Source: an optimization exercise on an open RTL-to-GDS flow (aim: small area, a short achievable clock period and few clock cycles per item). Production flows keep margins and buffers that such runs may drop.
The RTL was checked by simulation tests, not by an equivalence proof against the original design.
Power is estimated from default activity; no workload was simulated.

[constraint.sdc]
create_clock -name core_clock -period 6.0 [get_ports {clk}]
set_input_delay 1.2000 -clock core_clock [delete_from_list [all_inputs] [get_ports {clk}]]
set_output_delay 1.2000 -clock core_clock [all_outputs]
set_load 0.01 [all_outputs]
[config.mk]
export PLATFORM = sky130hd
export DESIGN_NAME = priority_schedule_timing
export DESIGN_NICKNAME = priority_schedule_timing
export VERILOG_FILES = /design/flow/design.v
export SDC_FILE = /design/flow/constraint.sdc
export NUM_CORES = 4
export LEC_CHECK = 0
export CAP_MARGIN = 20
export CORE_MARGIN = 2
export CORE_UTILIZATION = 40
export SETUP_SLACK_MARGIN = 1.5
export SLEW_MARGIN = 20
export TNS_END_PERCENT = 10
[design.v]
package pst_pkg;
  localparam int BURST_W  = 16;
  localparam int PRIO_W   = 8;
  localparam int ID_W     = 4;
  localparam int TIME_W   = 20;
  localparam int AVG_W    = 28;
  localparam int FRAC_W   = 8;
  localparam int MAX_JOBS = 16;
  localparam int CNT_W    = 5;    
  localparam int RK_W     = 4;    
  localparam int TAG_W    = 2;    
  localparam int PTR_W    = 3;    
  localparam int SUM_W    = 24;   
endpackage
import pst_pkg::*;
module pst_cell (
  input  logic               clk,
  input  logic               rst_n,
  input  logic               ins_go,
  input  logic               alloc,
  input  logic [TAG_W-1:0]   tag_l,
  input  logic [PRIO_W-1:0]  new_prio,
  input  logic [BURST_W-1:0] new_burst,
  input  logic [ID_W-1:0]    new_id,
  input  logic               pend,
  input  logic [RK_W-1:0]    pend_rank,
  input  logic [TAG_W-1:0]   tag_s,
  input  logic [RK_W-2:0]    pr_s,     
  input  logic [TAG_W-1:0]   tag_e,
  input  logic [RK_W-1:0]    rk_e,
  input  logic               emit_go,
  output logic               valid,
  output logic               inb,
  output logic               inc,
  output logic               sel_s0,
  output logic               sel_s1,
  output logic               sel_e,
  output logic [PRIO_W-1:0]  prio,
  output logic [BURST_W-1:0] burst,
  output logic [ID_W-1:0]    id
);
  logic               v_r;
  logic [TAG_W-1:0]   tag_r;
  logic [RK_W-1:0]    rank_r;
  logic [PRIO_W-1:0]  prio_r;
  logic [BURST_W-1:0] burst_r;
  logic [ID_W-1:0]    id_r;
  assign inb   = v_r && (tag_r == tag_l);
  assign inc   = inb && (new_prio < prio_r);
  logic [RK_W-1:0] rank_s;
  assign rank_s = pend ? pend_rank : rank_r;
  assign sel_s0 = v_r && (tag_r == tag_s) && (rank_s[RK_W-1:1] == pr_s) && !rank_s[0];
  assign sel_s1 = v_r && (tag_r == tag_s) && (rank_s[RK_W-1:1] == pr_s) && rank_s[0];
  assign sel_e = v_r && (tag_r == tag_e) && (rank_r == rk_e);
  assign valid = v_r;
  assign prio  = prio_r;
  assign burst = burst_r;
  assign id    = id_r;
  always_ff @(posedge clk) begin
    if (!rst_n) begin
      v_r <= 1'b0;
    end else if (ins_go && alloc) begin
      v_r <= 1'b1;
    end else if (emit_go && sel_e) begin
      v_r <= 1'b0;
    end
  end
  always_ff @(posedge clk) begin
    if (ins_go && alloc) begin
      tag_r   <= tag_l;
      prio_r  <= new_prio;
      burst_r <= new_burst;
      id_r    <= new_id;
    end
    if (pend) begin
      rank_r  <= pend_rank + RK_W'(ins_go && inc);
    end else if (ins_go && inc) begin
      rank_r  <= rank_r + 1'b1;
    end
  end
endmodule
import pst_pkg::*;
module pst_div #(
  parameter int K = 3
) (
  input  logic             clk,
  input  logic             start,
  input  logic             byp,      
  input  logic             step,
  input  logic [SUM_W-1:0] sum,
  input  logic [CNT_W-1:0] den,      
  output logic [AVG_W-1:0] quotient  
);
  localparam int QW    = AVG_W - 1;
  localparam int NSTEP = (QW + K - 1) / K;
  localparam int QB    = NSTEP * K;                        
  localparam int XB    = QB - QW;                          
  localparam int RB    = 4;                                
  logic [RB-1:0] rem_r, rem_n;
  logic [QB-1:0] quo_r, quo_n;
  logic          byp_r, top_r;
  function automatic logic ge5(input logic [4:0] a, input logic [4:0] b);
    logic g;
    g = a[0] | ~b[0];
    for (int k = 1; k < 5; k++) g = (a[k] & ~b[k]) | (~(a[k] ^ b[k]) & g);
    ge5 = g;
  endfunction
  logic [4:0] rs;
  logic [4:0] df;
  logic       ge;
  always_comb begin
    rem_n = rem_r;
    quo_n = quo_r;
    for (int j = 0; j < K; j++) begin
      rs    = {rem_n, quo_n[QB-1]};
      ge    = ge5(rs, den);
      df    = rs - den;
      rem_n = ge ? df[RB-1:0] : rs[RB-1:0];
      quo_n = {quo_n[QB-2:0], ge};
    end
  end
  always_ff @(posedge clk) begin
    if (start) begin
      byp_r <= byp;
      top_r <= sum[SUM_W-1];
      if (byp) begin
        rem_r <= '0;
        quo_r <= QB'({sum[SUM_W-2:0], 4'b0});
      end else begin
        rem_r <= RB'(sum >> (SUM_W - 5 + XB));
        quo_r <= {sum[SUM_W-6+XB:0], FRAC_W'(0)};
      end
    end else if (step && !byp_r) begin
      rem_r <= rem_n;
      quo_r <= quo_n;
    end
  end
  assign quotient = byp_r ? {top_r, quo_r[QW-1:0]} : {1'b0, quo_n[QW-1:0]};
endmodule
import pst_pkg::*;
module priority_schedule_timing (
  input  logic               clk,
  input  logic               rst_n,
  input  logic               in_valid,
  output logic               in_ready,
  input  logic [BURST_W-1:0] in_burst_time,
  input  logic [PRIO_W-1:0]  in_priority_req,
  input  logic               in_last_job,
  output logic               out_valid,
  input  logic               out_ready,
  output logic [ID_W-1:0]    out_job_id,
  output logic [PRIO_W-1:0]  out_job_priority,
  output logic [BURST_W-1:0] out_job_burst,
  output logic [TIME_W-1:0]  out_wait_time,
  output logic [TIME_W-1:0]  out_turnaround_time,
  output logic               out_last_row,
  output logic [AVG_W-1:0]   out_avg_wait_q8,
  output logic [AVG_W-1:0]   out_avg_turnaround_q8,
  output logic               out_jobs_dropped
);
  localparam int P     = MAX_JOBS;
  localparam int DIV_K = 3;                  
  localparam int DIV_N = (AVG_W - 1 + DIV_K - 1) / DIV_K;      
  localparam int DCW   = $clog2(DIV_N);
  localparam int NB    = 1 << TAG_W;      
  logic [PTR_W-1:0] pl_r, ps_r, pe_r;        
  logic [CNT_W-1:0] cnt_r;                   
  logic             ovf_r;                   
  logic [NB*CNT_W-1:0] meta_n_r;             
  logic [NB-1:0]       meta_o_r;             
  logic [P-1:0]         v, inb, inc, sel_s0, sel_s1, sel_e, alloc;
  logic [P*PRIO_W-1:0]  prio_f;
  logic [P*BURST_W-1:0] burst_f;
  logic [P*ID_W-1:0]    id_f;
  logic             in_acc, ins_go, emit_go;
  logic [P-1:0]     pend_r;                  
  logic [11:0]      bcnt_r;                  
  logic [RK_W-1:0]  pend_rank;
  logic [RK_W-2:0]  ks_r;                    
  logic [RK_W-1:0]  ke_r;                    
  logic seen;
  always_comb begin
    seen = 1'b0;
    for (int i = 0; i < P; i++) begin
      alloc[i] = !v[i] && !seen;
      seen     = seen || !v[i];
    end
  end
  logic             in_ready_r;
  logic [CNT_W-1:0] occ_r, occ_n;            
  logic [PTR_W-1:0] pl_n, pe_n;
  logic [CNT_W-1:0] cnt_n;
  assign in_ready = in_ready_r;
  assign in_acc   = in_valid && in_ready_r;
  assign ins_go   = in_acc && !cnt_r[CNT_W-1];
  always_ff @(posedge clk) begin
    if (!rst_n) begin
      pend_r <= '0;
    end else begin
      pend_r <= ins_go ? alloc : '0;
    end
  end
  logic [P-1:0] bmask;
  logic [1:0]   pc2 [8];
  logic [11:0]  pc4;
  logic [3:0]   pc8 [2];
  logic [4:0]   pc16;
  assign bmask = inb & ~inc;
  always_comb begin
    for (int i = 0; i < 8; i++) pc2[i] = {1'b0, bmask[2*i]} + {1'b0, bmask[2*i+1]};
    for (int i = 0; i < 4; i++) pc4[3*i +: 3] = {1'b0, pc2[2*i]} + {1'b0, pc2[2*i+1]};
  end
  always_ff @(posedge clk) begin
    bcnt_r <= pc4;
  end
  always_comb begin
    for (int i = 0; i < 2; i++) pc8[i] = {1'b0, bcnt_r[6*i +: 3]} + {1'b0, bcnt_r[6*i+3 +: 3]};
    pc16 = {1'b0, pc8[0]} + {1'b0, pc8[1]};
  end
  assign pend_rank = pc16[RK_W-1:0];
  for (genvar i = 0; i < P; i++) begin : g_cell
    pst_cell u_cell (
      .clk      (clk),
      .rst_n    (rst_n),
      .ins_go   (ins_go),
      .alloc    (alloc[i]),
      .tag_l    (pl_r[TAG_W-1:0]),
      .new_prio (in_priority_req),
      .new_burst(in_burst_time),
      .new_id   (cnt_r[ID_W-1:0]),
      .pend     (pend_r[i]),
      .pend_rank(pend_rank),
      .tag_s    (ps_r[TAG_W-1:0]),
      .pr_s     (ks_r),
      .tag_e    (pe_r[TAG_W-1:0]),
      .rk_e     (ke_r),
      .emit_go  (emit_go),
      .valid    (v[i]),
      .inb      (inb[i]),
      .inc      (inc[i]),
      .sel_s0   (sel_s0[i]),
      .sel_s1   (sel_s1[i]),
      .sel_e    (sel_e[i]),
      .prio     (prio_f[i*PRIO_W +: PRIO_W]),
      .burst    (burst_f[i*BURST_W +: BURST_W]),
      .id       (id_f[i*ID_W +: ID_W])
    );
  end
  logic [CNT_W-1:0] cnt_inc;
  logic             ovf_inc;
  assign cnt_inc = cnt_r + CNT_W'(!cnt_r[CNT_W-1]);
  assign ovf_inc = ovf_r || cnt_r[CNT_W-1];
  assign pl_n  = pl_r + PTR_W'(in_acc && in_last_job);
  assign cnt_n = !in_acc ? cnt_r : in_last_job ? '0 : cnt_inc;
  assign occ_n = occ_r + CNT_W'(ins_go) - CNT_W'(emit_go);
  always_ff @(posedge clk) begin
    if (!rst_n) begin
      pl_r       <= '0;
      cnt_r      <= '0;
      ovf_r      <= 1'b0;
      occ_r      <= '0;
      in_ready_r <= 1'b0;
    end else begin
      pl_r       <= pl_n;
      cnt_r      <= cnt_n;
      occ_r      <= occ_n;
      in_ready_r <= ((pl_n - pe_n) != PTR_W'(NB)) && ((occ_n != CNT_W'(P)) || cnt_n[CNT_W-1]);
      if (in_acc) begin
        ovf_r <= in_last_job ? 1'b0 : ovf_inc;
      end
    end
  end
  always_ff @(posedge clk) begin
    if (in_acc && in_last_job) begin
      meta_n_r[pl_r[TAG_W-1:0]*CNT_W +: CNT_W] <= cnt_inc;
      meta_o_r[pl_r[TAG_W-1:0]]                <= ovf_inc;
    end
  end
  logic [CNT_W-1:0]   ns;
  logic               sa_go, sa_last, sa_two, sb_hold;
  logic [BURST_W-1:0] sa_b0, sa_b1;
  logic [BURST_W-1:0] b0_r, b1_r;
  logic               bv_r, bfirst_r, blast_r, btwo_r;
  logic [CNT_W-1:0]   bn_r;
  logic [TIME_W-1:0]  pw_r, pw_b, pw_n;
  logic [SUM_W-1:0]   w_r, w_b, w_n;
  logic [SUM_W-1:0]   t_r, t_b, t_n;
  logic [SUM_W-1:0]   pw_t;
  logic               div_start, div_idle;
  assign ns      = meta_n_r[ps_r[TAG_W-1:0]*CNT_W +: CNT_W];
  assign sa_two  = ({ks_r, 1'b1} < ns);             
  assign sa_last = ({ks_r, 1'b0} + 2'd2 >= ns);     
  assign sb_hold = bv_r && blast_r && !div_idle;
  assign sa_go   = (ps_r != pl_r) && !sb_hold;
  always_comb begin
    sa_b0 = '0;
    sa_b1 = '0;
    for (int i = 0; i < P; i++) begin
      sa_b0 = sa_b0 | (burst_f[i*BURST_W +: BURST_W] & {BURST_W{sel_s0[i]}});
      sa_b1 = sa_b1 | (burst_f[i*BURST_W +: BURST_W] & {BURST_W{sel_s1[i]}});
    end
  end
  always_ff @(posedge clk) begin
    if (!rst_n) begin
      ps_r <= '0;
      ks_r <= '0;
      bv_r <= 1'b0;
    end else if (!sb_hold) begin
      bv_r <= sa_go;
      if (sa_go) begin
        if (sa_last) begin
          ks_r <= '0;
          ps_r <= ps_r + 1'b1;
        end else begin
          ks_r <= ks_r + 1'b1;
        end
      end
    end
  end
  always_ff @(posedge clk) begin
    if (sa_go) begin
      b0_r     <= sa_b0;
      b1_r     <= sa_b1;
      btwo_r   <= sa_two;
      bfirst_r <= (ks_r == '0);
      blast_r  <= sa_last;
      bn_r     <= ns;
    end
  end
  assign pw_b = bfirst_r ? '0 : pw_r;
  assign w_b  = bfirst_r ? '0 : w_r;
  assign t_b  = bfirst_r ? '0 : t_r;
  assign pw_t = btwo_r ? {pw_b, 1'b0} : SUM_W'(pw_b);
  assign w_n  = w_b + pw_t + (btwo_r ? SUM_W'(b0_r) : '0);
  assign t_n  = t_b + pw_t + (btwo_r ? {b0_r, 1'b0} : SUM_W'(b0_r)) + (btwo_r ? SUM_W'(b1_r) : '0);
  assign pw_n = pw_b + TIME_W'(b0_r) + TIME_W'(b1_r);
  always_ff @(posedge clk) begin
    if (bv_r && !sb_hold) begin
      pw_r <= pw_n;
      w_r  <= w_n;
      t_r  <= t_n;
    end
  end
  localparam int NU = 2;
  logic [NU-1:0]      dbusy_r, dstep, dstart, dlast;
  logic [NU*DCW-1:0]  dcnt_r;
  logic [NU*CNT_W-1:0] dden_r;
  logic [NU*AVG_W-1:0] qw, qt;
  logic               su_r;              
  logic               fu_r;              
  logic               hv_r, hs_r;        
  logic [AVG_W-1:0]   hw_r, ht_r;
  logic               h_show, h_take, h_fill;
  logic               h_free;
  assign h_free    = (!hv_r && !hs_r) || h_take;
  assign div_idle  = !dbusy_r[su_r];
  assign div_start = bv_r && blast_r && div_idle;
  for (genvar u = 0; u < NU; u++) begin : g_du
    logic [DCW-1:0] cnt;
    assign cnt      = dcnt_r[u*DCW +: DCW];
    assign dstart[u] = div_start && (su_r == u);
    assign dlast[u]  = dbusy_r[u] && (cnt == '0) && (fu_r == u) && h_free;
    assign dstep[u]  = dbusy_r[u] && ((cnt != '0) || dlast[u]);
    always_ff @(posedge clk) begin
      if (!rst_n) begin
        dbusy_r[u] <= 1'b0;
        dcnt_r[u*DCW +: DCW] <= '0;
      end else if (dstart[u]) begin
        dbusy_r[u] <= 1'b1;
        dcnt_r[u*DCW +: DCW] <= DCW'(DIV_N - 1);
      end else if (dstep[u]) begin
        dcnt_r[u*DCW +: DCW] <= cnt - 1'b1;
        if (cnt == '0) dbusy_r[u] <= 1'b0;
      end
    end
    always_ff @(posedge clk) begin
      if (dstart[u]) dden_r[u*CNT_W +: CNT_W] <= bn_r;
    end
    pst_div #(.K(DIV_K)) u_wdiv (
      .clk(clk), .start(dstart[u]), .byp(1'b0), .step(dstep[u]),
      .sum(w_n), .den(dden_r[u*CNT_W +: CNT_W]), .quotient(qw[u*AVG_W +: AVG_W])
    );
    pst_div #(.K(DIV_K)) u_tdiv (
      .clk(clk), .start(dstart[u]), .byp(bn_r[CNT_W-1]), .step(dstep[u]),
      .sum(t_n), .den(dden_r[u*CNT_W +: CNT_W]), .quotient(qt[u*AVG_W +: AVG_W])
    );
  end
  assign h_fill = |dlast;
  always_ff @(posedge clk) begin
    if (!rst_n) begin
      su_r <= 1'b0;
      fu_r <= 1'b0;
      hv_r <= 1'b0;
      hs_r <= 1'b0;
    end else begin
      if (div_start) su_r <= !su_r;
      if (h_fill)    fu_r <= !fu_r;
      hv_r <= (hv_r || h_fill) && !h_show;
      hs_r <= h_show || (hs_r && !h_take);
    end
  end
  always_ff @(posedge clk) begin
    if (h_fill) begin
      hw_r <= qw[fu_r*AVG_W +: AVG_W];
      ht_r <= qt[fu_r*AVG_W +: AVG_W];
    end
  end
  logic [CNT_W-1:0]   ne;
  logic               e_last, e_ok;
  logic [PRIO_W-1:0]  e_prio;
  logic [BURST_W-1:0] e_burst;
  logic [ID_W-1:0]    e_id;
  logic               out_v_r;
  logic [ID_W-1:0]    o_id_r;
  logic [PRIO_W-1:0]  o_prio_r;
  logic [BURST_W-1:0] o_burst_r;
  logic [TIME_W-1:0]  o_wait_r;
  logic               o_last_r, o_drop_r;
  logic [TIME_W-1:0]  o_turn_r;
  assign ne      = meta_n_r[pe_r[TAG_W-1:0]*CNT_W +: CNT_W];
  assign e_last  = ({1'b0, ke_r} == ne - 1'b1);
  assign e_ok    = (pe_r != pl_r) && ((ps_r != pe_r) || ({ks_r, 1'b0} > ke_r)) &&
                   (!e_last || hv_r || h_fill);
  assign emit_go = e_ok && (!out_v_r || out_ready);
  assign h_show  = emit_go && e_last;
  assign pe_n    = pe_r + PTR_W'(emit_go && e_last);
  assign h_take  = hs_r && out_v_r && out_ready;
  always_comb begin
    e_prio  = '0;
    e_burst = '0;
    e_id    = '0;
    for (int i = 0; i < P; i++) begin
      e_prio  = e_prio  | (prio_f[i*PRIO_W +: PRIO_W]    & {PRIO_W{sel_e[i]}});
      e_burst = e_burst | (burst_f[i*BURST_W +: BURST_W] & {BURST_W{sel_e[i]}});
      e_id    = e_id    | (id_f[i*ID_W +: ID_W]          & {ID_W{sel_e[i]}});
    end
  end
  logic [TIME_W-1:0]  e_wait;
  assign e_wait = (ke_r == '0) ? '0 : o_turn_r;
  always_ff @(posedge clk) begin
    if (!rst_n) begin
      out_v_r <= 1'b0;
      pe_r    <= '0;
      ke_r    <= '0;
    end else begin
      if (emit_go) begin
        out_v_r <= 1'b1;
      end else if (out_ready) begin
        out_v_r <= 1'b0;
      end
      if (emit_go) begin
        if (e_last) begin
          ke_r <= '0;
          pe_r <= pe_r + 1'b1;
        end else begin
          ke_r <= ke_r + 1'b1;
        end
      end
    end
  end
  always_ff @(posedge clk) begin
    if (emit_go) begin
      o_id_r    <= e_id;
      o_prio_r  <= e_prio;
      o_burst_r <= e_burst;
      o_wait_r  <= e_wait;
      o_turn_r  <= e_wait + TIME_W'(e_burst);
      o_last_r  <= e_last;
      o_drop_r  <= meta_o_r[pe_r[TAG_W-1:0]];
    end
  end
  assign out_valid             = out_v_r;
  assign out_job_id            = o_id_r;
  assign out_job_priority      = o_prio_r;
  assign out_job_burst         = o_burst_r;
  assign out_wait_time         = o_wait_r;
  assign out_turnaround_time   = o_turn_r;
  assign out_last_row          = o_last_r;
  assign out_avg_wait_q8       = o_last_r ? hw_r : '0;
  assign out_avg_turnaround_q8 = o_last_r ? ht_r : '0;
  assign out_jobs_dropped      = o_drop_r;
endmodule
[run.sh]
#!/bin/bash
# synth_recipe.tcl (not shown) runs the flow's synth.tcl, then flattens the netlist and writes it again
# the make line also repeats each setting of config.mk as NAME=value (left out here)
make -C /OpenROAD-flow-scripts/flow DESIGN_CONFIG=/design/flow/config.mk WORK_HOME=/design/flow/orfs CLKGATE_MAP_FILE= SYNTH_SCRIPT=/design/flow/synth_recipe.tcl finish
==> results_dict.tcl, run 1 <==
set metrics [dict create \
    cts_tree "yes" \
    crit_type "flip-flop to flip-flop" \
    cp_max_fo 6 \
    setup_violations 0 \
    synth_top_family_by_area "compound AO/OA/AOI/OAI gates" \
    die_w_um 386 \
    drv_slew 0 \
    grt_max_degree 71 \
    min_path_type "flip-flop to flip-flop" \
    syn_area_um2 58500 \
    fin_crit_sh 0.768 \
    p_leak_nw 26.8 \
    ys_seq_area_frac 0.508 \
    drive_above_1_share 0.171 \
    port_buffers 155 \
    finalHoldViolCount 0 \
    start_kind "flip-flop" \
    setup_ws_ns 1.39 \
    drt-wirelength-per-cell_um 27.0 \
    powerDensity_nw_per_um2 268 \
    htree_levels 3 \
    first_iter_violations 4989 \
    first_global_vias 43200 \
    place_area_um2 63100 \
    finalCriticalPeriod_ns 4.61 \
    root_buffer "clkbuf_16" \
    vias_per_cell 5.98 \
    yosysTopAreaCell "edfxtp_1" \
    synth_common_cells "edfxtp_1 (920), inv_1 (372), ha_1 (354), xnor2_1 (282), a22o_1 (270)" \
    gp_congestion 0.919 \
    grt_usage 0.261 \
    grt_pass1_wl_um 292000 \
    synthMuxAreaShare 0.0331 \
    cts.sinks 1024 \
    clkTransAtPathRegs_ns 0.06 \
    synth_edf_count 920 \
    cts_made_buffers 111 \
    netlist_instances 4991 \
    drtPass1Iterations 9 \
    die_h_um 386 \
    drc_errors 0 \
    worst_pin_slew_ns 1.06 \
    clk_latency_ns 0.76 \
    synth_xor_area_frac 0.0587 \
    cp.arrival_ns 4.94 \
    yosys.cell_types.count 82 \
    synthSimpleGateAreaFrac 0.0971 \
    design_area_um2 71000 \
    synthesis.nets 5466 \
    finish.utilization 0.488 \
    num_rows 140 \
    status "timing/DRC/antenna clean" \
    core_area_um2 145000 \
    routed_wl_um 201000 \
    ys_ff_latch 1024 \
    holdBufCountCts 0 \
    peakVddDrop_mv 0.250 \
    fin_nets 5906 \
    ys.flop_type "edfxtp_1" \
    required_ns 6.33 \
    fin_tns_setup_ns 0 \
    ios 157 \
    dp_hpwl_um 127000 \
    fmaxAchievable_mhz 217 \
    ant_nets 0 \
    synthAdderAreaFrac 0.107 \
    synth_top_area_frac 0.472 \
    pre_cts_ws_ns 0.612 \
    rsz0062_at_grt "yes" \
    async_reset_ff_frac 0 \
    relSlewSlack 0.288 \
    cts.path.max_buffers 3 \
    ys_warn_count 5 \
    drv_cap 0 \
    area_delta_synth_final_pct 21.3 \
    worst_setup_path_end_kind "flip-flop" \
    initial_core_util 0.402 \
    synth_area_per_cell_um2 11.7 \
    synth_most_common_cell "edfxtp_1" \
    finClkSkew_ns 0.0365 \
    dr_total_vias 44500 \
    grt_remaining_overflow 0 \
    antenna_found_initial 14 \
    synth_compound_area_frac 0.152 \
    hold-worst-slack_ns 0.458 \
    die_area_um2 149000 \
    synth_area_leaders "edfxtp_1 (47%), ha_1 (7.6%), xnor2_1 (4.2%)" \
]
[sequential cells by signal, summed over array words and instances (netlist names), 28 cells and up]
register	cells
g_cell.u_cell.rank_r	64
g_du.u_tdiv.quo_r	54
g_cell.u_cell.burst_r	256
g_cell.u_cell.id_r	64
g_cell.u_cell.tag_r	32
ht_r	28
g_du.u_wdiv.quo_r	54
g_cell.u_cell.prio_r	128
[timing repair]
action / CTS / global route
endpoints found under the setup margin: 182 / 166
setup buffers: 158 / 65
gates resized for setup: 255 / 157
gates cloned: 9 / 4
pin swaps: 80 / 88
[cells by family after synthesis]
kind of cell | count (synthesis)
AO/OA/AOI/OAI | 1236
multiplexers | 172
AND/OR/NAND/NOR | 1090
adder cells (fa/ha/maj) | 446
other | 1
flip-flops | 1024
buffers and inverters | 632
XOR/XNOR | 390
[layout make-up]
class                           instances  area [um^2]
Fill cell                           12900        74400
Clock inverter                         61          543
Timing Repair Buffer                  582         5990
Antenna cell                            2         5.00
Tap cell                             1917         2400
Multi-Input combinational cell       3336        27900
Inverter                              376         1410
Clock buffer                          148         3010
Sequential cell                      1024        29700
[metal layers]
layer  GRT usage  share of wire  routed length [um]  vias up
li1            -              -                   -    19600
met2       0.422           0.46               92600     2392
met1       0.339           0.39               78900    21900
met5           0        0.00035                  71        -
met3      0.0547          0.092               18600      660
met4       0.114          0.055               11100       12
[power breakdown]
part,total (W),internal [W],switching [W],leakage (nW)
sequential,0.00844,0.00821,0.000226,9.09
combinational,0.00377,0.00148,0.00230,16.0
clock,0.00680,0.00379,0.00301,1.73
total,0.0190,0.0135,0.00553,26.8
[stage by stage]
| step | instances | power (W) |
|---|---|---|
| 2_1_floorplan | 4991 | 0.0109 |
| 3_3_place_gp | 6999 | 0.0121 |
| 3_5_place_dp | 6999 | 0.0121 |
| 4_1_cts | 7375 | 0.0190 |
| 5_1_grt | 7444 | 0.0198 |
| 6_report | 7446 | 0.0190 |
[path summary, 6_finish.rpt]
check                           depth (start not counted)  slack [ns]                                  from                                   end
worst max-delay path                                   17        1.39                     bcnt_r[1]$_DFF_P_                     b1_r[9]$_DFFE_PP_
worst min-delay path                                    2        0.46  g_du[1].u_wdiv.quo_r[3]$_SDFFE_PP0P_  g_du[1].u_wdiv.quo_r[6]$_SDFFE_PP0P_
worst max register to register                         17        1.39                     bcnt_r[1]$_DFF_P_                     b1_r[9]$_DFFE_PP_
worst min register to register                          2        0.46  g_du[1].u_wdiv.quo_r[3]$_SDFFE_PP0P_  g_du[1].u_wdiv.quo_r[6]$_SDFFE_PP0P_
[placed cells by master (no fill, tap or decap), types with 17 or more instances in the layout]
| cell | synthesis | routed |
|---|---|---|
| edfxtp_1 | 920 | 920 |
| inv_1 | 372 | 360 |
| ha_1 | 354 | 336 |
| buf_4 | 20 | 292 |
| xnor2_1 | 282 | 278 |
| a22o_1 | 270 | 270 |
| nand2_1 | 254 | 253 |
| a221oi_1 | 241 | 197 |
| a21oi_1 | 221 | 195 |
| o21ai_0 | 211 | 193 |
| nor2_1 | 172 | 163 |
| clkdlybuf4s50_1 | 0 | 155 |
| and2_1 | 129 | 129 |
| nor2b_1 | 139 | 125 |
| clkbuf_16 | 0 | 114 |
| a21o_1 | 105 | 105 |
| dfxtp_1 | 104 | 94 |
| nand4_1 | 86 | 86 |
| nand3_1 | 87 | 85 |
| mux2i_1 | 98 | 85 |
| xor2_1 | 107 | 83 |
| fa_1 | 92 | 77 |
| buf_12 | 0 | 67 |
| nor3_1 | 64 | 62 |
| nand2b_1 | 57 | 57 |
| mux2_2 | 63 | 56 |
| buf_6 | 8 | 49 |
| a221oi_2 | 0 | 44 |
| a211oi_1 | 44 | 40 |
| clkbuf_1 | 158 | 28 |
| xor2_2 | 0 | 23 |
| clkinv_2 | 0 | 22 |
| o31ai_1 | 22 | 21 |
| o22ai_1 | 22 | 21 |
| a21oi_2 | 2 | 20 |
| nor4_4 | 1 | 18 |
| clkinv_1 | 2 | 17 |
[critical path: stages, from the launching register on]
cell	delay (ns)
dfxtp_2	0.32
inv_2	0.03
fa_1	0.55
fa_1	0.41
inv_1	0.07
ha_2	0.16
inv_2	0.04
fa_2	0.33
xor3_4	0.46
buf_12	0.21
a21oi_2	0.12
xor2_1	0.17
or4_4	0.18
nor2_1	0.06
buf_6	0.18
a22o_1	0.23
a221oi_1	0.25
nand4_1	0.42
Testbench counts, summed over its fixed seeds: cycles 3,054, jobs 2,636.
==> run 2, diff against run 1 <==
--- a/config.mk
+++ b/config.mk
@@ -8,6 +8,6 @@
 export CAP_MARGIN = 20
 export CORE_MARGIN = 2
 export CORE_UTILIZATION = 40
-export SETUP_SLACK_MARGIN = 1.5
+export SETUP_SLACK_MARGIN = 1.0
 export SLEW_MARGIN = 20
 export TNS_END_PERCENT = 10
==> results_dict.tcl, run 2 <==
set metrics [dict create \
    regMostFlops "g_cell.u_cell.burst_r" \
    finClkSkew_ns 0.0375 \
    drt-wirelength-per-cell_um 26.4 \
    top_layer_used "met5" \
    cts.sinks 1024 \
    cts_made_buffers 109 \
    synthesis.nets 5466 \
    wl_met3_um 17100 \
    ys_ff_latch 1024 \
    clkTransAtPathRegs_ns 0.06 \
    status "timing/DRC/antenna clean" \
    core_area_um2 145000 \
    clk_latency_ns 0.76 \
    cts_tree "yes" \
    area_delta_synth_final_pct 16.4 \
    drv_cap 0 \
    finalHoldViolCount 0 \
    hold_path_depth 0 \
    p_seq_frac 0.438 \
    grt_remaining_overflow 0 \
    initial_core_util 0.402 \
    power.internal_w 0.0138 \
    drtPass1Iterations 9 \
    fin_crit_sh 0.837 \
    synth_area_leaders "edfxtp_1 (47%), ha_1 (7.6%), xnor2_1 (4.2%)" \
    syn_area_um2 58500 \
    layout_common_cells "edfxtp_1 (920), inv_1 (371), ha_1 (354)" \
    die_h_um 386 \
    power_frac_clock 0.376 \
    crit_type "flip-flop to flip-flop" \
    worst_setup_path_end_kind "flip-flop" \
    dr_total_vias 43100 \
    die_area_um2 149000 \
    layout_commonest_cell "edfxtp_1" \
    ant_nets 0 \
    grt_usage 0.251 \
    grt_max_degree 69 \
    dp_hpwl_um 128000 \
    ys.flop_type "edfxtp_1" \
    holdBufCountCts 0 \
    drv_slew 0 \
    first_global_vias 42000 \
    synth_edf_count 920 \
    synth_most_common_cell "edfxtp_1" \
    finalCriticalPeriod_ns 5.02 \
    root_buffer "clkbuf_16" \
    yosysTopAreaCell "edfxtp_1" \
    required_ns 6.32 \
    ios 157 \
    async_reset_ff_frac 0 \
    hold-worst-slack_ns 0.470 \
    routed_wl_um 192000 \
    switching_share 0.285 \
    relSlewSlack 0.321 \
    num_rows 140 \
    synth_common_cells "edfxtp_1 (920), inv_1 (372), ha_1 (354), xnor2_1 (282), a22o_1 (270)" \
    netlist_instances 4991 \
    largest_registers "g_cell.u_cell.burst_r (256), g_cell.u_cell.prio_r (128)" \
    synth_top_area_frac 0.472 \
    fin_nets 5735 \
    gp_congestion 0.905 \
    port_buffers 155 \
    met2_length_um 88600 \
    peakVddDrop_mv 0.247 \
    cp_max_fo 16 \
    synth_area_per_cell_um2 11.7 \
    min_path_type "flip-flop to flip-flop" \
    yosys.cell_types.count 82 \
    drc_errors 0 \
    p_switching_w 0.00550 \
    largest_register_ffs 256 \
    die_w_um 386 \
    ys_warn_count 5 \
    cts.path.max_buffers 3 \
    reg2reg_depth 17 \
    vias_per_cell 5.93 \
    worst_pin_slew_ns 1.02 \
    htree_levels 3 \
    combPwrFrac 0.186 \
    rsz0062_at_grt "yes" \
    first_iter_violations 4646 \
    cp.arrival_ns 5.34 \
    fmaxAchievable_mhz 199 \
    drive_above_1_share 0.116 \
    fin_tns_setup_ns 0 \
    grt_pass1_wl_um 281000 \
    ys_seq_area_frac 0.508 \
    start_kind "flip-flop" \
    powerDensity_nw_per_um2 283 \
    finish.utilization 0.468 \
    antenna_found_initial 11 \
    wl_met1_um 76900 \
    p_leak_nw 25.6 \
    setup_violations 0 \
]
[run 2: cell counts after synthesis]
No cell type changed its count.
[run 2: cell type report]
class	instances	area, um^2
fillers	13100	77300
well taps	1917	2400
inverters	376	1410
multi-input cells	3335	26700
diodes	3	7.51
flip-flops and latches	1024	29700
repair buffers	414	3950
clock inverters	71	881
clock buffers	134	2950
[run 2: what timing repair did]
| item | 4_1_cts | 5_1_grt |
|---|---|---|
| gates cloned | 0 | 1 |
| pin swaps | 2 | 23 |
| resized for setup | 26 | 79 |
| buffers inserted | 3 | 68 |
| setup endpoints to repair | 51 | 85 |
[run 2: critical path, cell delays in order, from the launching register on]
cell and delay [ns]:
dfxtp_1 0.31, inv_1 0.05, fa_1 0.58, fa_1 0.42
inv_1 0.07, ha_1 0.15, inv_1 0.06, fa_2 0.40
xor3_4 0.58, buf_4 0.22, a21oi_1 0.20, xnor2_1 0.09
nand4_1 0.14, nor2b_1 0.07, buf_4 0.26, a22o_1 0.28
a221oi_1 0.26, nand4_1 0.44
[run 2: power groups by stage]
stage	combinational [W]	sequential (W)	clock, W
after floorplan	0.00246	0.00848	0
after global placement	0.00343	0.00859	0
after detailed placement	0.00347	0.00859	0
after CTS	0.00351	0.00844	0.00735
after global routing	0.00399	0.00846	0.00761
final	0.00358	0.00843	0.00725
[run 2: path summary, 6_finish.rpt]
check	startpoint	slack (ns)	to
max	bcnt_r[1]$_DFF_P_	0.98	b0_r[4]$_DFFE_PP_
min	bn_r[3]$_DFFE_PP_	0.47	dden_r[8]$_DFFE_PP_
max reg2reg	bcnt_r[1]$_DFF_P_	0.98	b0_r[4]$_DFFE_PP_
min reg2reg	bn_r[3]$_DFFE_PP_	0.47	dden_r[8]$_DFFE_PP_
[run 2: through the flow]
step | setup WS, ns | cells | cell area, um^2 | power [W]
3_3_place_gp | 0.432 | 6994 | 63100 | 0.0120
4_1_cts | 0.810 | 7202 | 67000 | 0.0193
2_1_floorplan | 0.439 | 4991 | 58500 | 0.0109
5_1_grt | 0.905 | 7271 | 68100 | 0.0201
6_report | 0.976 | 7274 | 68100 | 0.0193
3_5_place_dp | 0.388 | 6994 | 63100 | 0.0121
[run 2: cells by family (layout without fill, tap and decap cells)]
family,after synthesis,after routing,share of synthesized area
AO/OA/AOI/OAI,1236,1236,0.152
AND/OR/NAND/NOR,1090,1090,0.0971
flip-flops,1024,1024,0.508
buffers and inverters,632,995,0.0440
adder cells (fa/ha/maj),446,446,0.107
XOR/XNOR,390,390,0.0587
multiplexers,172,172,0.0331
other,1,4,0.0000641
[run 2: metal layers]
metal,vias up,global-route usage
met2,2123,0.406
met1,21100,0.323
met4,20,0.103
met3,609,0.0594
met5,-,0
li1,19200,-

==> separate check: timing with driven ports <==
The flow's constraints put no driver on any port. The routed layouts listed below were extracted and timed again, unchanged, in two steps.
Step 1 assumes that a clkbuf_16 drives the clock port and a buf_2 every other input.
Step 2, shift: input delay + t, output delay - t, t = (earliest + latest rising clock arrival at the registers) / 2. This alone moves slack from input paths to output paths.
a / b / c = no drivers / after step 1 / after step 2; a / b = the first two.
run	shift t [ns]	setup slack, ns	worst hold slack (ns)	worst setup path at the end	worst data-port slew with drivers (ns)
run 1	0.824	1.392 / 1.392 / 0.659	0.458 / 0.458 / 0.458	input to register	0.21
run 2	0.820	0.976 / 0.976 / 0.730	0.470 / 0.470 / 0.470	input to register	0.19
After both steps every run listed still meets setup and hold. The setup slack of run 1, which loses most, moves by 0.000 ns with the drivers and by -0.733 ns with both steps.
